Context: an optimization exercise on an open-source flow, tuned for a short achievable clock period and few clock cycles per item. The choices shown serve that exercise and are no tape-out recipe.
Only simulation tests tie the RTL to the original design; equivalence was not proved.
The flow treats the clock pin as an ideal source, which a real chip does not have.

==> flow/design.v <==
`timescale 1ns/100ps
module tomasulo_top (
    input  logic        clk,
    input  logic        reset,
    input  logic [31:0] instr,
    input  logic        instr_valid,
    output logic        stall,
    output logic        commit_valid,
    output logic [4:0]  commit_rd,
    output logic [31:0] commit_value
);
    function automatic logic [31:0] reset_value(input int i);
        case (i)
            1:  reset_value = 32'd12;
            2:  reset_value = 32'd16;
            3:  reset_value = 32'd45;
            4:  reset_value = 32'd5;
            5:  reset_value = 32'd3;
            6:  reset_value = 32'd4;
            7:  reset_value = 32'd1;
            8:  reset_value = 32'd2;
            9:  reset_value = 32'd2;
            10: reset_value = 32'd3;
            default: reset_value = 32'd0;
        endcase
    endfunction
    function automatic logic [16:0] add16(input logic [15:0] a,
                                          input logic [15:0] b,
                                          input logic        cin);
        logic [15:0] g, p, h;
        g = a & b;
        p = a ^ b;
        h = p;
        g[0] = g[0] | (p[0] & cin);
        p[0] = 1'b0;
        for (int k = 1; k < 16; k = k * 2) begin
            for (int i = 15; i >= k; i--) begin
                g[i] = g[i] | (p[i] & g[i - k]);
                p[i] = p[i] & p[i - k];
            end
        end
        add16 = {g[15], h ^ {g[14:0], cin}};
    endfunction
    assign stall = 1'b0;
    logic        d_valid;
    logic [31:0] d_instr;
    logic [31:1] d_sel1, d_sel2;
    logic        e_valid, e_sub;
    logic [4:0]  e_rd;
    logic        e_hl1, e_hm1, e_hr1;
    logic        e_hl2, e_hm2, e_hr2;
    logic [31:0] e_s1, e_s2;
    logic        l_valid;
    logic [4:0]  l_rd;
    logic [31:0] l_s, l_c;
    logic        m_valid;
    logic [4:0]  m_rd;
    logic [15:0] m_lo, m_hi0, m_hi1;
    logic        m_cy;
    logic [31:1] m_we;
    logic [31:0] m_val;
    function automatic logic [2:0] locate(input logic [4:0] rs,
                                          input logic       v1, input logic [4:0] rd1,
                                          input logic       v2, input logic [4:0] rd2,
                                          input logic       v3, input logic [4:0] rd3);
        locate = {rs != 5'd0 && v1 && rd1 == rs,
                  rs != 5'd0 && v2 && rd2 == rs,
                  rs != 5'd0 && v3 && rd3 == rs};
    endfunction
    function automatic logic [31:1] onehot(input logic [4:0] rs);
        for (int i = 1; i < 32; i++) onehot[i] = rs == 5'(i);
    endfunction
    always_ff @(posedge clk) begin
        if (reset) d_valid <= 1'b0;
        else       d_valid <= instr_valid;
        d_instr <= instr;
        d_sel1  <= onehot(instr[19:15]);
        d_sel2  <= onehot(instr[24:20]);
    end
    logic rf_reset;
    always_ff @(posedge clk) rf_reset <= reset;
    logic [31:0] rf [1:31];
    logic [31:0] rf1, rf2;
    always_comb begin
        rf1 = '0;
        rf2 = '0;
        for (int i = 1; i < 32; i++) begin
            rf1 = rf1 | ({32{d_sel1[i]}} & rf[i]);
            rf2 = rf2 | ({32{d_sel2[i]}} & rf[i]);
        end
    end
    logic [4:0] r_rd, r_rs1, r_rs2;
    logic       r_addsub;
    logic       h11, h21, h31, h12, h22, h32;
    assign r_rd     = d_instr[11:7];
    assign r_rs1    = d_instr[19:15];
    assign r_rs2    = d_instr[24:20];
    assign r_addsub = d_instr[6:0] == 7'b0110011 && d_instr[14:12] == 3'b000 &&
                      (d_instr[31:25] == 7'b0000000 || d_instr[31:25] == 7'b0100000);
    assign {h11, h21, h31} = locate(r_rs1, e_valid, e_rd, l_valid, l_rd, m_valid, m_rd);
    assign {h12, h22, h32} = locate(r_rs2, e_valid, e_rd, l_valid, l_rd, m_valid, m_rd);
    always_ff @(posedge clk) begin
        if (reset) e_valid <= 1'b0;
        else       e_valid <= d_valid && r_addsub;
        e_sub <= d_instr[30];
        e_rd  <= r_rd;
        e_hl1 <= h11;
        e_hm1 <= h21 && !h11;
        e_hr1 <= !h21 && !h11;
        e_hl2 <= h12;
        e_hm2 <= h22 && !h12;
        e_hr2 <= !h22 && !h12;
        e_s1  <= h31 ? m_val : rf1;
        e_s2  <= h32 ? m_val : rf2;
    end
    logic [31:0] x, y, z, w;
    logic [31:0] t_s, t_c, n_s, n_c;
    logic [31:0] m_s, m_c;
    assign m_s = {m_hi0, m_lo};
    assign m_c = {15'd0, m_cy, 16'd0};
    assign x = ({32{e_hl1}} & l_s) | ({32{e_hm1}} & m_s) | ({32{e_hr1}} & e_s1);
    assign y = ({32{e_hl1}} & l_c) | ({32{e_hm1}} & m_c);
    assign z = (({32{e_hl2}} & l_s) | ({32{e_hm2}} & m_s) | ({32{e_hr2}} & e_s2)) ^ {32{e_sub}};
    assign w = (({32{e_hl2}} & l_c) | ({32{e_hm2}} & m_c)) ^ {32{e_sub}};
    assign t_s = x ^ y ^ z;
    assign t_c = {(x[30:0] & y[30:0]) | (x[30:0] & z[30:0]) | (y[30:0] & z[30:0]), e_sub};
    assign n_s = t_s ^ t_c ^ w;
    assign n_c = {(t_s[30:0] & t_c[30:0]) | (t_s[30:0] & w[30:0]) | (t_c[30:0] & w[30:0]), e_sub};
    always_ff @(posedge clk) begin
        if (reset) l_valid <= 1'b0;
        else       l_valid <= e_valid;
        l_rd <= e_rd;
        l_s  <= n_s;
        l_c  <= n_c;
    end
    logic [16:0] lo;
    assign lo = add16(l_s[15:0], l_c[15:0], 1'b0);
    always_ff @(posedge clk) begin
        if (reset) m_valid <= 1'b0;
        else       m_valid <= l_valid;
        m_rd  <= l_rd;
        for (int i = 1; i < 32; i++) m_we[i] <= l_valid && l_rd == 5'(i);
        m_lo  <= lo[15:0];
        m_cy  <= lo[16];
        m_hi0 <= 16'(add16(l_s[31:16], l_c[31:16], 1'b0));
        m_hi1 <= 16'(add16(l_s[31:16], l_c[31:16], 1'b1));
    end
    assign m_val = {m_cy ? m_hi1 : m_hi0, m_lo};
    logic        p_valid;
    logic [4:0]  p_rd;
    logic [31:0] p_val;
    always_ff @(posedge clk) begin
        if (reset) p_valid <= 1'b0;
        else       p_valid <= m_valid;
        p_rd  <= m_rd;
        p_val <= m_val;
    end
    assign commit_valid = p_valid;
    assign commit_rd    = p_rd;
    assign commit_value = p_val;
    always_ff @(posedge clk) begin
        for (int i = 1; i < 32; i++) begin
            if (rf_reset)
                rf[i] <= reset_value(i);
            else if (m_we[i])
                rf[i] <= m_val;
        end
    end
endmodule
clock: 7.0 ns
lec_check: 0
abc_clock_period_in_ps: 2400
cap_margin: 40
core_margin: 2
core_utilization: 55
cts_cluster_diameter: 80
cts_cluster_size: 25
setup_slack_margin: 4.6
slew_margin: 45
standard.sh (not shown) runs the stock make flow with config.mk's settings and CLKGATE_MAP_FILE= SYNTH_SCRIPT=/design/flow/synth_recipe.tcl, a recipe that flattens the netlist after the stock synthesis.
==> flow/flow/run.sh <==
#!/bin/bash
# Standard layout, with the clock tree's levels above the leaf buffers
# rebuilt after CTS (flow/clktop.tcl): the clock port drives four quadrant
# buffers, each driving its quadrant's leaf buffers.
set -euo pipefail
here=$(pwd)
bash standard.sh POST_CTS_TCL="$here/flow/clktop.tcl" finish > "$here/standard.log" 2>&1
Other scripts of this flow, unchanged in this note and not shown: flow/flow/clktop.tcl
Testbench counts at the start, summed over its fixed seeds: cycles 8,039, commits 6,826.
Edit:
--- a/flow/design.v
+++ b/flow/design.v
@@ -42,12 +42,15 @@
         add16 = {g[15], h ^ {g[14:0], cin}};
     endfunction
     assign stall = 1'b0;
     logic        d_valid;
     logic [31:0] d_instr;
     logic [31:1] d_sel1, d_sel2;
+    logic [31:1] d_msel1, d_msel2;
+    logic        d_h31, d_h32;
+    logic        i_h31, i_h32;
     logic        e_valid, e_sub;
     logic [4:0]  e_rd;
     logic        e_hl1, e_hm1, e_hr1;
     logic        e_hl2, e_hm2, e_hr2;
     logic [31:0] e_s1, e_s2;
     logic        l_valid;
@@ -56,65 +59,69 @@
     logic        m_valid;
     logic [4:0]  m_rd;
     logic [15:0] m_lo, m_hi0, m_hi1;
     logic        m_cy;
     logic [31:1] m_we;
     logic [31:0] m_val;
-    function automatic logic [2:0] locate(input logic [4:0] rs,
+    function automatic logic [1:0] locate(input logic [4:0] rs,
                                           input logic       v1, input logic [4:0] rd1,
-                                          input logic       v2, input logic [4:0] rd2,
-                                          input logic       v3, input logic [4:0] rd3);
+                                          input logic       v2, input logic [4:0] rd2);
         locate = {rs != 5'd0 && v1 && rd1 == rs,
-                  rs != 5'd0 && v2 && rd2 == rs,
-                  rs != 5'd0 && v3 && rd3 == rs};
+                  rs != 5'd0 && v2 && rd2 == rs};
     endfunction
     function automatic logic [31:1] onehot(input logic [4:0] rs);
         for (int i = 1; i < 32; i++) onehot[i] = rs == 5'(i);
     endfunction
+    assign i_h31 = instr[19:15] != 5'd0 && l_valid && l_rd == instr[19:15];
+    assign i_h32 = instr[24:20] != 5'd0 && l_valid && l_rd == instr[24:20];
     always_ff @(posedge clk) begin
         if (reset) d_valid <= 1'b0;
         else       d_valid <= instr_valid;
         d_instr <= instr;
         d_sel1  <= onehot(instr[19:15]);
         d_sel2  <= onehot(instr[24:20]);
+        d_msel1 <= onehot(instr[19:15]) & {31{!i_h31}};
+        d_msel2 <= onehot(instr[24:20]) & {31{!i_h32}};
+        d_h31   <= i_h31;
+        d_h32   <= i_h32;
     end
     logic rf_reset;
     always_ff @(posedge clk) rf_reset <= reset;
     logic [31:0] rf [1:31];
     logic [31:0] rf1, rf2;
     always_comb begin
         rf1 = '0;
         rf2 = '0;
         for (int i = 1; i < 32; i++) begin
-            rf1 = rf1 | ({32{d_sel1[i]}} & rf[i]);
-            rf2 = rf2 | ({32{d_sel2[i]}} & rf[i]);
+            rf1 = rf1 | {{16{d_sel1[i]}} & rf[i][31:16], {16{d_msel1[i]}} & rf[i][15:0]};
+            rf2 = rf2 | {{16{d_sel2[i]}} & rf[i][31:16], {16{d_msel2[i]}} & rf[i][15:0]};
         end
     end
     logic [4:0] r_rd, r_rs1, r_rs2;
     logic       r_addsub;
-    logic       h11, h21, h31, h12, h22, h32;
+    logic       h11, h21, h12, h22;
     assign r_rd     = d_instr[11:7];
     assign r_rs1    = d_instr[19:15];
     assign r_rs2    = d_instr[24:20];
     assign r_addsub = d_instr[6:0] == 7'b0110011 && d_instr[14:12] == 3'b000 &&
                       (d_instr[31:25] == 7'b0000000 || d_instr[31:25] == 7'b0100000);
-    assign {h11, h21, h31} = locate(r_rs1, e_valid, e_rd, l_valid, l_rd, m_valid, m_rd);
-    assign {h12, h22, h32} = locate(r_rs2, e_valid, e_rd, l_valid, l_rd, m_valid, m_rd);
+    assign {h11, h21} = locate(r_rs1, e_valid, e_rd, l_valid, l_rd);
+    assign {h12, h22} = locate(r_rs2, e_valid, e_rd, l_valid, l_rd);
     always_ff @(posedge clk) begin
         if (reset) e_valid <= 1'b0;
         else       e_valid <= d_valid && r_addsub;
         e_sub <= d_instr[30];
         e_rd  <= r_rd;
         e_hl1 <= h11;
         e_hm1 <= h21 && !h11;
         e_hr1 <= !h21 && !h11;
         e_hl2 <= h12;
         e_hm2 <= h22 && !h12;
         e_hr2 <= !h22 && !h12;
-        e_s1  <= h31 ? m_val : rf1;
-        e_s2  <= h32 ? m_val : rf2;
+        e_s1  <= {d_h31 ? m_val[31:16] : rf1[31:16], ({16{d_h31}} & m_val[15:0]) | rf1[15:0]};
+        e_s2  <= {d_h32 ? m_val[31:16] : rf2[31:16], ({16{d_h32}} & m_val[15:0]) | rf2[15:0]};
     end
     logic [31:0] x, y, z, w;
     logic [31:0] t_s, t_c, n_s, n_c;
     logic [31:0] m_s, m_c;
     assign m_s = {m_hi0, m_lo};
     assign m_c = {15'd0, m_cy, 16'd0};
=>
- die area climbs by 2.9%
- wire length grows by 2.1%
- area after synthesis climbs by 2.9%
- first-iteration DRC count shrinks by 10%
- hold slack gets worse by 8.6 ps
- global-route usage is lower by 0.25 points
- sequential share of layout area rises by 1.3 points
- worst setup slack gains 98 ps
Testbench counts after the change, summed over its fixed seeds: cycles 8,039, commits 6,826.

-- what the ideal ports hide --
The flow's constraints put no driver on any port. The routed layouts listed below were extracted and timed again, unchanged, in two steps. Step 1, drivers: a clkbuf_16 drives clk and a buf_2 each remaining input, both assumed. Step 2 moves the port delays by t, midway between the first and last clock arrival at a register: inputs arrive t later, outputs are due t later. That takes back most of the time a late clock gives input paths. Three values: ideal ports, drivers, drivers and shift; two values: the first two.
run | t (ns) | setup WS [ns] | latest minus earliest clock arrival (ns) | worst slew at a driven data input, ns
the first run | 0.677 | 4.469 / 4.465 / 4.186 | 0.042 / 0.042 | 0.04
the second run | 0.695 | 4.567 / 4.398 / 4.141 | 0.052 / 0.052 | 0.07
After both steps every run listed still meets setup and hold. For the second run, which loses most, drivers alone change the setup slack by -0.169 ns; drivers and shift together by -0.426 ns.
